Source: an optimization exercise on an open RTL-to-GDS flow (aim: small area). Production flows keep margins and buffers that such runs may drop.
Only simulation tests tie the RTL to the original design; equivalence was not proved.
Power and IR drop assume default switching activity.

File: design/flow/run.sh
#!/bin/bash
# synth_recipe.tcl (not shown) runs the flow's synth.tcl, then flattens the netlist and writes it again
# the make line also repeats each setting of config.mk as NAME=value (left out here)
make -C /OpenROAD-flow-scripts/flow DESIGN_CONFIG=/design/flow/config.mk WORK_HOME=/design/flow/orfs CLKGATE_MAP_FILE= SYNTH_SCRIPT=/design/flow/synth_recipe.tcl finish
File: design/flow/config.mk
export PLATFORM = sky130hd
export DESIGN_NAME = mmu_top
export DESIGN_NICKNAME = mmu_top
export VERILOG_FILES = /design/flow/design.v
export SDC_FILE = /design/flow/constraint.sdc
export NUM_CORES = 4
export LEC_CHECK = 0
export CAP_MARGIN = 20
export CORE_MARGIN = 2
export CORE_UTILIZATION = 40
export SLEW_MARGIN = 20
File: design/flow/constraint.sdc
create_clock -name core_clock -period 8.5 [get_ports {clk_i}]
set_input_delay 1.7000 -clock core_clock [delete_from_list [all_inputs] [get_ports {clk_i}]]
set_output_delay 1.7000 -clock core_clock [all_outputs]
set_load 0.01 [all_outputs]
File: design/flow/design.v
package mmu_pkg;
  typedef logic [39-1:0]    vaddr_t;
  typedef logic [56-1:0]    paddr_t;
  typedef logic [44-1:0]    ppn_t;
  typedef logic [39-13:0]   vpn_t;
  typedef enum logic [1:0] {
    PRIV_LVL_U = 2'b00,
    PRIV_LVL_S = 2'b01,
    PRIV_LVL_M = 2'b11
  } priv_lvl_t;
  typedef struct packed {
    logic [9:0] rsvd;
    ppn_t       ppn;
    logic [1:0] rsw;
    logic       d;
    logic       a;
    logic       g;
    logic       u;
    logic       x;
    logic       w;
    logic       r;
    logic       v;
  } pte_t;
  typedef struct packed {
    logic valid;
    vpn_t vpn;
    pte_t pte;
    logic is_2m;
    logic is_1g;
  } tlb_entry_t;
  typedef struct packed {
    logic hit;
    pte_t pte;
    logic is_2m;
    logic is_1g;
  } tlb_rsp_t;
  typedef enum logic [3:0] {
    EXC_INSTR_ACCESS_FAULT = 4'd1,
    EXC_INSTR_PAGE_FAULT   = 4'd12,
    EXC_LOAD_PAGE_FAULT    = 4'd13,
    EXC_STORE_PAGE_FAULT   = 4'd15
  } exc_cause_t;
  typedef struct packed {
    logic        valid;
    exc_cause_t  cause;
    logic [63:0] tval;
  } exc_t;
  typedef struct packed {
    logic   valid;
    vaddr_t vaddr;
  } walk_req_t;
  typedef struct packed {
    logic       done;
    logic       error;
    vaddr_t     vaddr;
    tlb_entry_t entry;
  } walk_rsp_t;
  typedef enum logic [1:0] {
    IDLE,
    READ,
    WAIT,
    DONE
  } ptw_state_t;
  function automatic paddr_t merge_paddr(ppn_t ppn, vaddr_t vaddr, logic is_2m, logic is_1g);
    paddr_t paddr;
    paddr = {ppn, vaddr[11:0]};
    if (is_2m) begin
      paddr[20:12] = vaddr[20:12];
    end
    if (is_1g) begin
      paddr[29:12] = vaddr[29:12];
    end
    merge_paddr = paddr;
  endfunction
endpackage
`timescale 1ns/100ps
module mmu_tlb (
  input  logic      clk_i,
  input  logic      rst_ni,
  input  logic      flush_i,
  input  logic      lu_access_i,
  input  mmu_pkg::vaddr_t    lu_vaddr_i,
  input  mmu_pkg::walk_rsp_t update_i,
  output mmu_pkg::tlb_rsp_t  lu_rsp_o
);
  localparam int unsigned N    = 4;
  localparam int unsigned IdxW = (N > 1) ? $clog2(N) : 1;
  logic [N-1:0]    valid_q;
  mmu_pkg::vpn_t   vpn_q   [N];
  logic [63:0]     pte_q   [N];
  logic [N-1:0]    is_2m_q;
  logic [N-1:0]    is_1g_q;
  logic [N-1:0]    match;
  logic [IdxW-1:0] victim_q;
  mmu_pkg::vpn_t   lu_vpn;
  assign lu_vpn = lu_vaddr_i[39-1:12];
  always_comb begin
    lu_rsp_o = '0;
    for (int i = 0; i < N; i++) begin
      match[i] = valid_q[i] && (vpn_q[i][26:18] == lu_vpn[26:18])
                 && (is_1g_q[i] || (vpn_q[i][17:9] == lu_vpn[17:9]))
                 && (is_1g_q[i] || is_2m_q[i]
                     || (vpn_q[i][8:0] == lu_vpn[8:0]));
      if (lu_access_i && match[i]) begin
        lu_rsp_o.hit   = 1'b1;
        lu_rsp_o.pte   = pte_q[i];
        lu_rsp_o.is_2m = is_2m_q[i];
        lu_rsp_o.is_1g = is_1g_q[i];
      end
    end
  end
  always_ff @(posedge clk_i or negedge rst_ni) begin
    if (!rst_ni) begin
      valid_q  <= '0;
      victim_q <= '0;
    end else if (flush_i) begin
      valid_q <= '0;
    end else if (update_i.done) begin
      valid_q[victim_q] <= update_i.entry.valid;
      victim_q          <= (victim_q == IdxW'(N - 1)) ? '0 : victim_q + 1'b1;
    end
  end
  always_ff @(posedge clk_i) begin
    if (update_i.done && !flush_i) begin
      vpn_q[victim_q]   <= update_i.entry.vpn;
      pte_q[victim_q]   <= update_i.entry.pte;
      is_2m_q[victim_q] <= update_i.entry.is_2m;
      is_1g_q[victim_q] <= update_i.entry.is_1g;
    end
  end
endmodule
`timescale 1ns/100ps
module mmu_walk_arbiter (
  input  logic      clk_i,
  input  logic      rst_ni,
  input  mmu_pkg::walk_req_t ireq_i,
  input  mmu_pkg::walk_req_t dreq_i,
  output mmu_pkg::walk_req_t walk_req_o,
  input  mmu_pkg::walk_rsp_t walk_rsp_i,
  output mmu_pkg::walk_rsp_t itlb_update_o,
  output mmu_pkg::walk_rsp_t dtlb_update_o,
  output mmu_pkg::walk_rsp_t irsp_o,
  output mmu_pkg::walk_rsp_t drsp_o
);
  logic busy_q;
  logic owner_d_q;
  always_comb begin
    walk_req_o = '0;
    if (!busy_q) begin
      walk_req_o = dreq_i.valid ? dreq_i : ireq_i;
    end
  end
  always_ff @(posedge clk_i or negedge rst_ni) begin
    if (!rst_ni) begin
      busy_q    <= 1'b0;
      owner_d_q <= 1'b0;
    end else if (!busy_q && walk_req_o.valid) begin
      busy_q    <= 1'b1;
      owner_d_q <= dreq_i.valid;
    end else if (walk_rsp_i.done) begin
      busy_q <= 1'b0;
    end
  end
  always_comb begin
    irsp_o             = walk_rsp_i;
    drsp_o             = walk_rsp_i;
    irsp_o.done        = walk_rsp_i.done && busy_q && !owner_d_q;
    drsp_o.done        = walk_rsp_i.done && busy_q && owner_d_q;
    itlb_update_o      = irsp_o;
    dtlb_update_o      = drsp_o;
    itlb_update_o.done = irsp_o.done && !walk_rsp_i.error;
    dtlb_update_o.done = drsp_o.done && !walk_rsp_i.error;
  end
endmodule
`timescale 1ns/100ps
module mmu_ptw (
  input  logic      clk_i,
  input  logic      rst_ni,
  input  mmu_pkg::walk_req_t walk_req_i,
  input  mmu_pkg::ppn_t      satp_ppn_i,
  output mmu_pkg::walk_rsp_t walk_rsp_o,
  output logic      mem_req_o,
  output mmu_pkg::paddr_t    mem_addr_o,
  input  logic      mem_rvalid_i,
  input  mmu_pkg::pte_t      mem_rdata_i
);
  mmu_pkg::ptw_state_t state_q;
  logic [1:0] level_q;
  mmu_pkg::vaddr_t     vaddr_q;
  mmu_pkg::ppn_t       ppn_q;
  mmu_pkg::pte_t       pte_q;
  logic       err_q;
  logic       is_2m_q;
  logic       is_1g_q;
  logic [8:0] vpn_idx;
  logic       pte_leaf;
  logic       pte_fault;
  assign vpn_idx    = vaddr_q[12 + 9 * level_q +: 9];
  assign mem_req_o  = (state_q == mmu_pkg::READ);
  assign mem_addr_o = {ppn_q, 12'h000} + mmu_pkg::paddr_t'(vpn_idx) * mmu_pkg::paddr_t'(8);
  always_comb begin
    pte_leaf  = mem_rdata_i.r || mem_rdata_i.x;
    pte_fault = !mem_rdata_i.v || (mem_rdata_i.w && !mem_rdata_i.r);
    if (pte_leaf) begin
      if (!mem_rdata_i.a) begin
        pte_fault = 1'b1;
      end
      if (level_q == 2'd2 && mem_rdata_i.ppn[17:0] != '0) begin
        pte_fault = 1'b1;
      end
      if (level_q == 2'd1 && mem_rdata_i.ppn[8:0] != '0) begin
        pte_fault = 1'b1;
      end
    end else if (level_q == 2'd0) begin
      pte_fault = 1'b1;
    end
  end
  always_ff @(posedge clk_i or negedge rst_ni) begin
    if (!rst_ni) begin
      state_q <= mmu_pkg::IDLE;
      level_q <= '0;
    end else begin
      unique case (state_q)
        mmu_pkg::IDLE: begin
          if (walk_req_i.valid) begin
            state_q <= mmu_pkg::READ;
            level_q <= 2'(3 - 1);
          end
        end
        mmu_pkg::READ: state_q <= mmu_pkg::WAIT;
        mmu_pkg::WAIT: begin
          if (mem_rvalid_i) begin
            if (pte_fault || pte_leaf) begin
              state_q <= mmu_pkg::DONE;
            end else begin
              state_q <= mmu_pkg::READ;
              level_q <= level_q - 1'b1;
            end
          end
        end
        mmu_pkg::DONE: state_q <= mmu_pkg::IDLE;
        default: state_q <= mmu_pkg::IDLE;
      endcase
    end
  end
  always_ff @(posedge clk_i) begin
    if (state_q == mmu_pkg::IDLE && walk_req_i.valid) begin
      vaddr_q <= walk_req_i.vaddr;
      ppn_q   <= satp_ppn_i;
    end
    if (state_q == mmu_pkg::WAIT && mem_rvalid_i) begin
      ppn_q   <= mem_rdata_i.ppn;
      pte_q   <= mem_rdata_i;
      err_q   <= pte_fault;
      is_1g_q <= (level_q == 2'd2);
      is_2m_q <= (level_q == 2'd1);
    end
  end
  always_comb begin
    walk_rsp_o             = '0;
    walk_rsp_o.done        = (state_q == mmu_pkg::DONE);
    walk_rsp_o.error       = err_q;
    walk_rsp_o.vaddr       = vaddr_q;
    walk_rsp_o.entry.valid = !err_q;
    walk_rsp_o.entry.vpn   = vaddr_q[39-1:12];
    walk_rsp_o.entry.pte   = pte_q;
    walk_rsp_o.entry.is_2m = is_2m_q;
    walk_rsp_o.entry.is_1g = is_1g_q;
  end
endmodule
`timescale 1ns/100ps
module mmu_fetch_xlate (
  input  logic      enable_translation_i,
  input  logic      fetch_req_i,
  input  mmu_pkg::vaddr_t    fetch_vaddr_i,
  input  mmu_pkg::priv_lvl_t priv_lvl_i,
  input  mmu_pkg::tlb_rsp_t  itlb_rsp_i,
  input  mmu_pkg::walk_rsp_t walk_rsp_i,
  output mmu_pkg::walk_req_t walk_req_o,
  output logic      fetch_valid_o,
  output mmu_pkg::paddr_t    fetch_paddr_o,
  output mmu_pkg::exc_t      fetch_exc_o
);
  logic canonical;
  logic priv_err;
  assign canonical = (fetch_vaddr_i[39-1] == fetch_vaddr_i[39-2]);
  assign priv_err  = ((priv_lvl_i == mmu_pkg::PRIV_LVL_U) && !itlb_rsp_i.pte.u)
                     || ((priv_lvl_i == mmu_pkg::PRIV_LVL_S) && itlb_rsp_i.pte.u);
  always_comb begin
    fetch_valid_o = fetch_req_i;
    fetch_paddr_o = mmu_pkg::paddr_t'(fetch_vaddr_i);
    fetch_exc_o   = '0;
    walk_req_o    = '0;
    if (enable_translation_i) begin
      fetch_valid_o = 1'b0;
      fetch_paddr_o = mmu_pkg::merge_paddr(itlb_rsp_i.pte.ppn, fetch_vaddr_i,
                                  itlb_rsp_i.is_2m, itlb_rsp_i.is_1g);
      if (fetch_req_i && !canonical) begin
        fetch_valid_o     = 1'b1;
        fetch_exc_o.valid = 1'b1;
        fetch_exc_o.cause = mmu_pkg::EXC_INSTR_ACCESS_FAULT;
        fetch_exc_o.tval  = 64'(fetch_vaddr_i);
      end else if (itlb_rsp_i.hit) begin
        fetch_valid_o = fetch_req_i;
        if (!itlb_rsp_i.pte.x || priv_err) begin
          fetch_exc_o.valid = 1'b1;
          fetch_exc_o.cause = mmu_pkg::EXC_INSTR_PAGE_FAULT;
          fetch_exc_o.tval  = 64'(fetch_vaddr_i);
        end
      end else begin
        walk_req_o.valid = fetch_req_i;
        walk_req_o.vaddr = fetch_vaddr_i;
        if (walk_rsp_i.done && walk_rsp_i.error) begin
          fetch_valid_o     = 1'b1;
          fetch_exc_o.valid = 1'b1;
          fetch_exc_o.cause = mmu_pkg::EXC_INSTR_PAGE_FAULT;
          fetch_exc_o.tval  = 64'(walk_rsp_i.vaddr);
        end
      end
    end
  end
endmodule
`timescale 1ns/100ps
module mmu_data_xlate (
  input  logic      clk_i,
  input  logic      rst_ni,
  input  logic      enable_translation_i,
  input  logic      lsu_req_i,
  input  logic      lsu_is_store_i,
  input  logic      sum_i,
  input  mmu_pkg::vaddr_t    lsu_vaddr_i,
  input  mmu_pkg::priv_lvl_t ld_st_priv_lvl_i,
  input  mmu_pkg::tlb_rsp_t  dtlb_rsp_i,
  input  mmu_pkg::walk_rsp_t walk_rsp_i,
  output mmu_pkg::walk_req_t walk_req_o,
  output logic      lsu_dtlb_hit_o,
  output mmu_pkg::ppn_t      lsu_dtlb_ppn_o,
  output logic      lsu_valid_o,
  output mmu_pkg::paddr_t    lsu_paddr_o,
  output mmu_pkg::exc_t      lsu_exc_o
);
  logic     valid_q;
  logic     xlate_q;
  logic     store_q;
  mmu_pkg::vaddr_t   vaddr_q;
  mmu_pkg::tlb_rsp_t rsp_q;
  mmu_pkg::paddr_t   early_paddr;
  logic     priv_err;
  logic     perm_err;
  assign lsu_dtlb_hit_o = lsu_req_i && (!enable_translation_i || dtlb_rsp_i.hit);
  assign early_paddr    = enable_translation_i
                          ? mmu_pkg::merge_paddr(dtlb_rsp_i.pte.ppn, lsu_vaddr_i,
                                        dtlb_rsp_i.is_2m, dtlb_rsp_i.is_1g)
                          : mmu_pkg::paddr_t'(lsu_vaddr_i);
  assign lsu_dtlb_ppn_o = early_paddr[56-1:12];
  assign walk_req_o.valid = lsu_req_i && enable_translation_i && !dtlb_rsp_i.hit;
  assign walk_req_o.vaddr = lsu_vaddr_i;
  always_ff @(posedge clk_i or negedge rst_ni) begin
    if (!rst_ni) begin
      valid_q <= 1'b0;
    end else begin
      valid_q <= lsu_dtlb_hit_o;
    end
  end
  always_ff @(posedge clk_i) begin
    xlate_q <= enable_translation_i;
    store_q <= lsu_is_store_i;
    vaddr_q <= lsu_vaddr_i;
    rsp_q   <= dtlb_rsp_i;
  end
  assign priv_err = ((ld_st_priv_lvl_i == mmu_pkg::PRIV_LVL_S) && rsp_q.pte.u && !sum_i)
                    || ((ld_st_priv_lvl_i == mmu_pkg::PRIV_LVL_U) && !rsp_q.pte.u);
  assign perm_err = store_q ? (!rsp_q.pte.w || !rsp_q.pte.d) : !rsp_q.pte.r;
  always_comb begin
    lsu_valid_o = valid_q;
    lsu_paddr_o = xlate_q ? mmu_pkg::merge_paddr(rsp_q.pte.ppn, vaddr_q, rsp_q.is_2m, rsp_q.is_1g)
                          : mmu_pkg::paddr_t'(vaddr_q);
    lsu_exc_o   = '0;
    if (valid_q && xlate_q && (priv_err || perm_err)) begin
      lsu_exc_o.valid = 1'b1;
      lsu_exc_o.cause = store_q ? mmu_pkg::EXC_STORE_PAGE_FAULT : mmu_pkg::EXC_LOAD_PAGE_FAULT;
      lsu_exc_o.tval  = 64'(vaddr_q);
    end else if (walk_rsp_i.done && walk_rsp_i.error) begin
      lsu_valid_o     = 1'b1;
      lsu_exc_o.valid = 1'b1;
      lsu_exc_o.cause = store_q ? mmu_pkg::EXC_STORE_PAGE_FAULT : mmu_pkg::EXC_LOAD_PAGE_FAULT;
      lsu_exc_o.tval  = 64'(walk_rsp_i.vaddr);
    end
  end
endmodule
`timescale 1ns/100ps
module mmu_top (
  input  logic      clk_i,
  input  logic      rst_ni,
  input  logic      enable_translation_i,
  input  logic      flush_tlb_i,
  input  mmu_pkg::ppn_t      satp_ppn_i,
  input  mmu_pkg::priv_lvl_t priv_lvl_i,
  input  mmu_pkg::priv_lvl_t ld_st_priv_lvl_i,
  input  logic      sum_i,
  input  logic      fetch_req_i,
  input  mmu_pkg::vaddr_t    fetch_vaddr_i,
  output logic      fetch_valid_o,
  output mmu_pkg::paddr_t    fetch_paddr_o,
  output mmu_pkg::exc_t      fetch_exc_o,
  input  logic      lsu_req_i,
  input  logic      lsu_is_store_i,
  input  mmu_pkg::vaddr_t    lsu_vaddr_i,
  output logic      lsu_dtlb_hit_o,
  output mmu_pkg::ppn_t      lsu_dtlb_ppn_o,
  output logic      lsu_valid_o,
  output mmu_pkg::paddr_t    lsu_paddr_o,
  output mmu_pkg::exc_t      lsu_exc_o,
  output logic      mem_req_o,
  output mmu_pkg::paddr_t    mem_addr_o,
  input  logic      mem_rvalid_i,
  input  mmu_pkg::pte_t      mem_rdata_i
);
  mmu_pkg::tlb_rsp_t  itlb_rsp, dtlb_rsp;
  mmu_pkg::walk_req_t ireq, dreq, walk_req;
  mmu_pkg::walk_rsp_t walk_rsp, itlb_update, dtlb_update, irsp, drsp;
  mmu_tlb i_itlb (
    .clk_i, .rst_ni, .flush_i(flush_tlb_i), .lu_access_i(fetch_req_i),
    .lu_vaddr_i(fetch_vaddr_i), .update_i(itlb_update), .lu_rsp_o(itlb_rsp)
  );
  mmu_tlb i_dtlb (
    .clk_i, .rst_ni, .flush_i(flush_tlb_i), .lu_access_i(lsu_req_i),
    .lu_vaddr_i(lsu_vaddr_i), .update_i(dtlb_update), .lu_rsp_o(dtlb_rsp)
  );
  mmu_walk_arbiter i_arbiter (
    .clk_i, .rst_ni, .ireq_i(ireq), .dreq_i(dreq), .walk_req_o(walk_req),
    .walk_rsp_i(walk_rsp), .itlb_update_o(itlb_update), .dtlb_update_o(dtlb_update),
    .irsp_o(irsp), .drsp_o(drsp)
  );
  mmu_ptw i_ptw (
    .clk_i, .rst_ni, .walk_req_i(walk_req), .satp_ppn_i, .walk_rsp_o(walk_rsp),
    .mem_req_o, .mem_addr_o, .mem_rvalid_i, .mem_rdata_i
  );
  mmu_fetch_xlate i_fetch (
    .enable_translation_i, .fetch_req_i, .fetch_vaddr_i, .priv_lvl_i,
    .itlb_rsp_i(itlb_rsp), .walk_rsp_i(irsp), .walk_req_o(ireq),
    .fetch_valid_o, .fetch_paddr_o, .fetch_exc_o
  );
  mmu_data_xlate i_data (
    .clk_i, .rst_ni, .enable_translation_i, .lsu_req_i, .lsu_is_store_i, .sum_i,
    .lsu_vaddr_i, .ld_st_priv_lvl_i, .dtlb_rsp_i(dtlb_rsp), .walk_rsp_i(drsp),
    .walk_req_o(dreq), .lsu_dtlb_hit_o, .lsu_dtlb_ppn_o, .lsu_valid_o,
    .lsu_paddr_o, .lsu_exc_o
  );
endmodule
==> metrics.yaml <==
status: "complete, no violations"
register_area_sq_um: 24600
fillers: 7766
cts_buffers: 93
maxCapViolations: 0
overflow: 0
preCtsSetupSlack_ns: 0.610
synth_edf_count: 743
fmax_ghz: 0.127
place_hpwl_mm: 78.8
start_util_pct: 40.3
drt_iter0_markers: 2145
cts_hold_buf: 0
clock_path_buffers: 3
rsz0062_at_grt: "no"
wire_per_inst_um: 26.0
cellPowerDensity_nw_per_um2: 231
die-area_sq_um: 94400
io_pins: 553
critPathKind: "in2out"
clkSinkCount: 853
relSlewSlack_pct: 33.7
yosys.area_share.simple_pct: 9.94
detail_route.drc_violations: 0
htree_levels: 3
yosys.cell_types.count: 78
synth_top_area_share_pct: 60.6
worst_pin_slew_ns: 0.986
drtPass1Iterations: 5
ys_ff_latch: 853
vias_per_cell: 5.58
grt_pass1_wl_mm: 166
fp.dieW_um: 307
die_h_um: 307
cts_tree: "done"
finish.utilization_pct: 50.3
grt_pass1_vias: 25031
muxShareOfSynthArea_pct: 4.46
multi_input_area_sq_um: 10900
synthArstFlopShare_pct: 2.23
antenna_found_initial: 10
port_buffers: 485
finalSetupTns_ns: 0
crit_fanout: 41
grt_max_degree: 70
endpoint_kind: "primary output"
gr-usage-all-layers_pct: 24.0
seq_area_frac_synth_pct: 66.9
wirelength_mm: 116
fin_skew_ns: 0.0623
post-cts-setup-buffer-count: 0
p_leak_uw: 0.0154
netlist_area_sq_um: 36800
clockRootBuffer: "clkbuf_16"
synth_top_area_cell: "edfxtp_1"
period_minus_slack_ns: 7.85
post_cts_resized: 0
row_count: 111
yosys_warnings: 5
clock_latency_ns: 0.67
postSynthAreaPerCell_sq_um: 13.4
netlist_instances: 2741
synth_most_common_cell: "edfxtp_1"
ys.flop_type: "edfxtp_1"
drive_gt1_share_pct: 13.3
synthTopCellsByArea: "edfxtp_1 (61%), dfxtp_1 (5.0%), mux2_2 (3.3%), xor2_1 (3.3%), nand2_1 (2.8%)"
setup_viol: 0
crit_arrival_ns: 6.15
synth_common_cells: "edfxtp_1 (743), nand2_1 (270), nand3_1 (172), nor2_1 (142), xor2_1 (137)"
area_growth_pct: 24.8
place.gp.congestion: 0.887
synth_top_family_by_area: "simple AND/OR/NAND/NOR gates"
path_clk_slew_ns: 0.06
core_sq_um: 91400
final.period_utilization_pct: 92.4
synthAdderAreaFrac_pct: 0.408
fin_ws_ns: 0.648
routed-via-count: 24824
hold_violations: 0
ir_drop_mv: 0.172
maxSlewViolCount: 0
synth-compound-area-share_pct: 8.77
fin_nets: 3391
hold_class: "reg2reg"
postRouteAntennaNets: 0
crit_required_ns: 6.80
worstSetupStartpointType: "input port"
synth-xor-area-share_pct: 5.24
==> flip-flops by register name, summed over array words and instances, names as in the netlist, 39 cells and up <==
| register | flops |
|---|---|
| i_dtlb.pte_q | 192 |
| i_itlb.pte_q | 184 |
| i_dtlb.vpn_q | 108 |
| i_itlb.vpn_q | 108 |
| i_data.rsp_q | 50 |
| i_ptw.pte_q | 49 |
| i_ptw.ppn_q | 44 |
| i_data.vaddr_q | 39 |
| i_ptw.vaddr_q | 39 |
==> power by group <==
| group | switching, uW | internal, uW | leakage [uW] |
|---|---|---|---|
| Combinational | 737 | 633 | 0.00616 |
| Sequential | 221 | 4840 | 0.00770 |
| Clock | 1710 | 2480 | 0.00156 |
==> per-stage QoR <==
step           std cells  total power, uW  hold slack [ns]  cell area, sq um
2_1_floorplan       2794             5800            0.459             37000
3_3_place_gp        4270             6480            0.468             42700
3_5_place_dp        4271             6520            0.476             42700
4_1_cts             4445            10700            0.492             45900
5_1_grt             4448            11000            0.507             45900
6_report            4450            10600            0.494             45900
==> worst paths after layout <==
check,from,end,slack (ns),cells past startpoint
setup / recovery,fetch_vaddr_i[17],fetch_exc_o[67],0.65,11
hold / removal,i_ptw.pte_q[7]$_DFFE_PP_,i_dtlb.pte_q[1][7]$_DFFE_PP_,0.49,0
setup reg to reg,i_itlb.vpn_q[0][5]$_DFFE_PP_,i_ptw.ppn_q[12]$_DFFE_PP_,3.98,10
hold reg to reg,i_ptw.pte_q[7]$_DFFE_PP_,i_dtlb.pte_q[1][7]$_DFFE_PP_,0.49,0
max in group asynchronous,rst_ni,i_ptw.level_q[1]$_DFFE_PN0P_,7.07,1
min in group asynchronous,rst_ni,i_itlb.valid_q[1]$_DFFE_PN0P_,1.01,1
==> worst max-delay path: stages <==
cell and delay [ns]:
clkdlybuf4s50_1 0.73, xor2_1 0.29, nor3_1 0.37, a311oi_2 0.29, or3_2 0.81, a311o_1 0.45
mux2i_1 0.17, a311oi_4 0.35, buf_12 0.31, a21oi_1 0.15, clkdlybuf4s50_1 0.50
==> kinds of logic after synthesis <==
| kind of cell | after synthesis |
|---|---|
| mux | 129 |
| buf+inv | 307 |
| simple gates | 778 |
| flops | 853 |
| xor+xnor | 220 |
| other cells | 1 |
| fa+ha+maj | 12 |
| compound gates | 441 |
==> area by class of cell <==
type                       count  area share (%)
antenna                        5          0.0272
clock buffer                 118            5.47
clock inverter                56            1.53
inverter                      32           0.262
multi-input combinational   1634            23.8
sequential                   853            53.6
tap                         1186            3.23
timing repair buffer         566            12.1
==> per-layer routing <==
metal  routed length, um  part of all wire (%)  up-vias  track usage, %
li1                    -                     -    10984               -
met1               45800                    40    12402            29.9
met2               55300                    48     1203            39.8
met3                9810                   8.5      229            6.19
met4                4530                   3.9        6            9.90
met5                  33                 0.029        -               0
==> cells in the final DEF (no fill, tap or decap), types with 56 or more instances in the layout <==
| cell type | count |
|---|---|
| nor2_1 | 139 |
| a21oi_1 | 98 |
| nand3_1 | 171 |
| buf_4 | 75 |
| and2_1 | 56 |
| dfxtp_1 | 91 |
| xor2_1 | 137 |
| nand2_1 | 269 |
| mux2_2 | 109 |
| edfxtp_1 | 743 |
| clkbuf_16 | 95 |
| clkdlybuf4s50_1 | 483 |
| xnor2_1 | 83 |

-- port drivers added, routing unchanged --
How much do the figures lean on ideal ports? The routed layout below was timed once more, with nothing changed but the port constraints. Step 1 assumes that a clkbuf_16 drives the clock port and a buf_2 every other input. Step 2 adds t to the input delays and takes it off the output delays; t is the mean of the earliest and latest rising clock arrival at the registers after step 1. Input paths then give back, and output paths get back, about the clock's delay inside the block. a / b / c = ideal / step 1 / step 2; a / b = the first two.
t, ns: 0.711
setup slack, ns: 0.648 / 0.628 / 0.628
worst setup path at the end: input to output
clock arrival spread, ns: 0.065 / 0.065
worst slew at a driven data input, ns: 0.13
After both steps this run still meets setup and hold. For this run, drivers alone change the setup slack by -0.020 ns; drivers and shift together by -0.020 ns.
